From an optimization exercise on the open Yosys and OpenROAD flow, aimed at a short achievable clock period and few clock cycles per item; shortcuts taken in it are not production practice.
Only simulation tests tie the RTL to the original design; equivalence was not proved.
The clock port is modelled as an ideal driver, which makes a skipped or thinned clock tree look cheaper than it is; a real chip needs a root buffer or a tree.
No activity file was given, so power comes from the tool's default toggle rates.

==> flow/design.v <==
`default_nettype none
package wb_pkg;
	localparam int ADDR_W = 32;
	localparam int DATA_W = 64;
	localparam int OFFSET_W = 3;
	localparam int ID_W = 4;
	localparam int LINE_W = ADDR_W + DATA_W;
	typedef logic [ADDR_W-1:0] addr_t;
	typedef logic [DATA_W-1:0] data_t;
	typedef logic [ID_W-1:0] axi_id_t;
	typedef enum logic {
		WBQ_IDLE,	 
		WBQ_READY	 
	} wbq_state_t;
endpackage
`default_nettype wire
`default_nettype none
module wb_subsys (
	input  logic            clk,
	input  logic            rst_n,
	input  logic            evict_i,
	input  wb_pkg::addr_t   evict_addr_i,
	input  wb_pkg::data_t   evict_data_i,
	output logic            evict_afull_o,
	output wb_pkg::axi_id_t awid_o,
	output wb_pkg::addr_t   awaddr_o,
	output logic            awvalid_o,
	input  logic            awready_i,
	output wb_pkg::axi_id_t wid_o,
	output wb_pkg::data_t   wdata_o,
	output logic            wvalid_o,
	input  logic            wready_i
);
	localparam int AW = wb_pkg::ADDR_W - wb_pkg::OFFSET_W;	 
	localparam int LW = AW + wb_pkg::DATA_W;
	logic [LW-1:0] slot0_q;
	logic [LW-1:0] slot1_q;
	logic          wptr_q;	 
	logic          rptr_q;	 
	logic          c0_q;	 
	logic          c1_q;	 
	logic          c2_q;	 
	logic [1:0]    wen_q;	 
	logic          afull_q;
	logic          ov_q;
	logic [LW-1:0] o_q;
	logic          rst_q;	 
	logic [LW-1:0] in_line;
	logic [LW-1:0] head;
	logic [LW-1:0] src;
	logic          load;
	logic          c0_l, c1_l, c2_l, c0_h, c1_h, c2_h;	 
	logic          c0_ls, c1_ls, c2_ls, c0_hs, c1_hs, c2_hs;	 
	logic          c0_d, c1_d, c2_d;
	logic          wptr_d;
	logic          rptr_d;
	logic          ov_d;
	assign in_line = {evict_addr_i[wb_pkg::ADDR_W-1:wb_pkg::OFFSET_W], evict_data_i};
	assign head    = rptr_q ? slot1_q : slot0_q;
	assign load = !ov_q || (awready_i && wready_i);
	assign src  = c0_q ? in_line : head;
	assign c0_l  = c0_q || c1_q;
	assign c1_l  = c2_q;
	assign c2_l  = 1'b0;
	assign c0_ls = c0_q;
	assign c1_ls = c1_q || c2_q;
	assign c2_ls = 1'b0;
	assign c0_h  = c0_q;
	assign c1_h  = c1_q;
	assign c2_h  = c2_q;
	assign c0_hs = 1'b0;
	assign c1_hs = c0_q;
	assign c2_hs = c1_q || c2_q;
	always_comb begin
		case ({load, evict_i})
			2'b11:   {c0_d, c1_d, c2_d} = {c0_ls, c1_ls, c2_ls};
			2'b10:   {c0_d, c1_d, c2_d} = {c0_l, c1_l, c2_l};
			2'b01:   {c0_d, c1_d, c2_d} = {c0_hs, c1_hs, c2_hs};
			default: {c0_d, c1_d, c2_d} = {c0_h, c1_h, c2_h};
		endcase
	end
	assign wptr_d = wptr_q ^ (evict_i && !c2_q && !(load && c0_q));
	assign rptr_d = rptr_q ^ (load && !c0_q);
	assign ov_d   = load ? (!c0_q || evict_i) : 1'b1;
	always_ff @(posedge clk) begin
		if (!rst_n) begin
			wptr_q  <= 1'b0;
			rptr_q  <= 1'b0;
			c0_q    <= 1'b1;
			c1_q    <= 1'b0;
			c2_q    <= 1'b0;
			wen_q   <= 2'b01;
			afull_q <= 1'b0;
			ov_q    <= 1'b0;
		end else begin
			wptr_q  <= wptr_d;
			rptr_q  <= rptr_d;
			c0_q    <= c0_d;
			c1_q    <= c1_d;
			c2_q    <= c2_d;
			wen_q   <= c2_d ? 2'b00 : (wptr_d ? 2'b10 : 2'b01);
			afull_q <= !c0_d;
			ov_q    <= ov_d;
		end
	end
	always_ff @(posedge clk) begin
		if (wen_q[0]) slot0_q <= in_line;
		if (wen_q[1]) slot1_q <= in_line;
	end
	always_ff @(posedge clk) begin
		rst_q <= rst_n;
	end
	always_ff @(posedge clk) begin
		if (!rst_q) o_q <= '0;
		else if (load) o_q <= src;
	end
	assign evict_afull_o = afull_q;
	assign awvalid_o     = ov_q;
	assign wvalid_o      = ov_q;
	assign awid_o        = wb_pkg::axi_id_t'(o_q[wb_pkg::DATA_W +: 2]);
	assign wid_o         = wb_pkg::axi_id_t'(o_q[wb_pkg::DATA_W +: 2]);
	assign awaddr_o      = {o_q[wb_pkg::DATA_W +: AW], {wb_pkg::OFFSET_W{1'b0}}};
	assign wdata_o       = o_q[wb_pkg::DATA_W-1:0];
endmodule
`default_nettype wire
clock: 5.5 ns
lec_check: 0
cap_margin: 20
core_margin: 2
core_utilization: 40
cts_cluster_diameter: 80
cts_cluster_size: 30
setup_slack_margin: 3.6
slew_margin: 20
standard.sh (not shown) runs the stock make flow with config.mk's settings and CLKGATE_MAP_FILE= SYNTH_SCRIPT=/design/flow/synth_recipe.tcl, a recipe that flattens the netlist after the stock synthesis.
==> flow/flow/run.sh <==
#!/bin/bash
# The standard layout, except that the clock tree built by CTS loses its middle stage and its
# root buffer is split in four, all fed by the clock port (see post_cts.tcl).
set -euo pipefail
here=$(pwd)
export FLOW_NROOT=4
bash standard.sh SKIP_CTS_REPAIR_TIMING=1 POST_CTS_TCL="$here/flow/post_cts.tcl" finish > "$here/orfs_make.log" 2>&1 || {
  tail -40 "$here/orfs_make.log"
  exit 1
}
ls -l out/final.def
==> flow/flow/post_cts.tcl <==
# Runs at the end of ORFS's CTS step (POST_CTS_TCL), with CTS's own timing repair skipped:
# make the clock tree one stage shallower, then repair timing as the CTS step would.
set here [file dirname [file normalize [info script]]]
source $here/flatten_ctree.tcl
source $here/split_root.tcl

flatten_clock_tree
split_clock_root $::env(FLOW_NROOT)
detailed_placement
estimate_parasitics -placement
report_clock_latency
repair_timing_helper
detailed_placement
check_placement -verbose
estimate_parasitics -placement
report_clock_latency
report_worst_slack
Other scripts of this flow, unchanged in this note and not shown: flow/flow/flatten_ctree.tcl, flow/flow/split_root.tcl
The baseline went through all stages and came out clean.
Testbench counts at the start, summed over its fixed seeds: cycles 16,016, items 16,000.
Edit:
--- a/flow/config.mk
+++ b/flow/config.mk
@@ -11,4 +11,4 @@
 export CTS_CLUSTER_DIAMETER = 80
 export CTS_CLUSTER_SIZE = 30
-export SETUP_SLACK_MARGIN = 3.6
+export SETUP_SLACK_MARGIN = 4.2
 export SLEW_MARGIN = 20
Result: Setup slack degrades by 49 ps. Final cell count goes up by 3.7%. Combinational power rose by about 18%. Routed wire length goes up by about 9%. Die area does not change. Sequential share of layout area fell by 3.2 points. Register-to-register slack gets better by 20 ps.
Edit:
--- a/flow/flow/run.sh
+++ b/flow/flow/run.sh
@@ -5,4 +5,5 @@
 here=$(pwd)
 export FLOW_NROOT=4
+export FLOW_INV="sky130_fd_sc_hd__clkinv_4 sky130_fd_sc_hd__clkinv_16"
 bash standard.sh SKIP_CTS_REPAIR_TIMING=1 POST_CTS_TCL="$here/flow/post_cts.tcl" finish > "$here/orfs_make.log" 2>&1 || {
   tail -40 "$here/orfs_make.log"
==> flow/flow/inv_tree.tcl (new file) <==
# Replace the clock tree's root and leaf buffers with inverters: every clock path then has
# two single-stage inverters in place of two two-stage buffers, and the same polarity.
proc invert_clock_tree {rootm leafm} {
  set block [ord::get_db_block]
  set db [ord::get_db]
  set port_net [[$block findBTerm clk] getNet]
  set roots {}
  set leaves {}
  foreach it [$port_net getITerms] {
    set r [$it getInst]
    lappend roots $r
    foreach it2 [[[$r findITerm X] getNet] getITerms] {
      set l [$it2 getInst]
      if {$l ne $r} { lappend leaves $l }
    }
  }
  foreach inst [concat $roots $leaves] {
    set m [expr {[lsearch -exact $roots $inst] >= 0 ? $rootm : $leafm}]
    set a [[$inst findITerm A] getNet]
    set x [[$inst findITerm X] getNet]
    set name [$inst getName]
    set loc [$inst getLocation]
    odb::dbInst_destroy $inst
    set n [odb::dbInst_create $block [$db findMaster $m] $name]
    [$n findITerm A] connect $a
    [$n findITerm Y] connect $x
    $n setLocation [lindex $loc 0] [lindex $loc 1]
    $n setPlacementStatus PLACED
  }
  puts "invert_clock_tree: [llength $roots] roots, [llength $leaves] leaves"
}
--- a/flow/flow/post_cts.tcl
+++ b/flow/flow/post_cts.tcl
@@ -4,7 +4,9 @@
 source $here/flatten_ctree.tcl
 source $here/split_root.tcl
+source $here/inv_tree.tcl
 
 flatten_clock_tree
 split_clock_root $::env(FLOW_NROOT)
+if {$::env(FLOW_INV) ne ""} { invert_clock_tree {*}$::env(FLOW_INV) }
 detailed_placement
 estimate_parasitics -placement
--- a/flow/config.mk
+++ b/flow/config.mk
@@ -11,4 +11,4 @@
 export CTS_CLUSTER_DIAMETER = 80
 export CTS_CLUSTER_SIZE = 30
-export SETUP_SLACK_MARGIN = 4.2
+export SETUP_SLACK_MARGIN = 3.6
 export SLEW_MARGIN = 20
After rerunning: The changed run ran to the end with no violations; area after synthesis stays the same; wire length came out lower by 6.5%; register-to-register slack gets worse by 20 ps.

separate check: timing with driven ports:
No port has a modelled driver above. Below, the same layouts with a new extraction and two added sets of constraints. Step 1 sets driving cells, clkbuf_16 on the clock port and buf_2 on the other inputs (assumed; they add their load-dependent delay and slew). Step 2 moves the port delays by t, midway between the first and last clock arrival at a register: inputs arrive t later, outputs are due t later. That takes back most of the time a late clock gives input paths. Slacks: ideal / step 1 / step 2; pairs: ideal / step 1.
run | shift t [ns] | setup slack, ns | slew at the worst register clock pin (ns) | worst data-port slew with drivers (ns)
the first run | 0.409 | 3.586 / 3.487 / 3.274 | 0.11 / 0.11 | 0.06
the second run | 0.405 | 3.538 / 3.439 / 3.207 | 0.12 / 0.12 | 0.09
the third run | 0.442 | 3.468 / 3.357 / 3.266 | 0.10 / 0.10 | 0.07
After both steps every run listed still meets setup and hold. The setup slack of the second run, which loses most, moves by -0.099 ns with the drivers and by -0.331 ns with both steps.
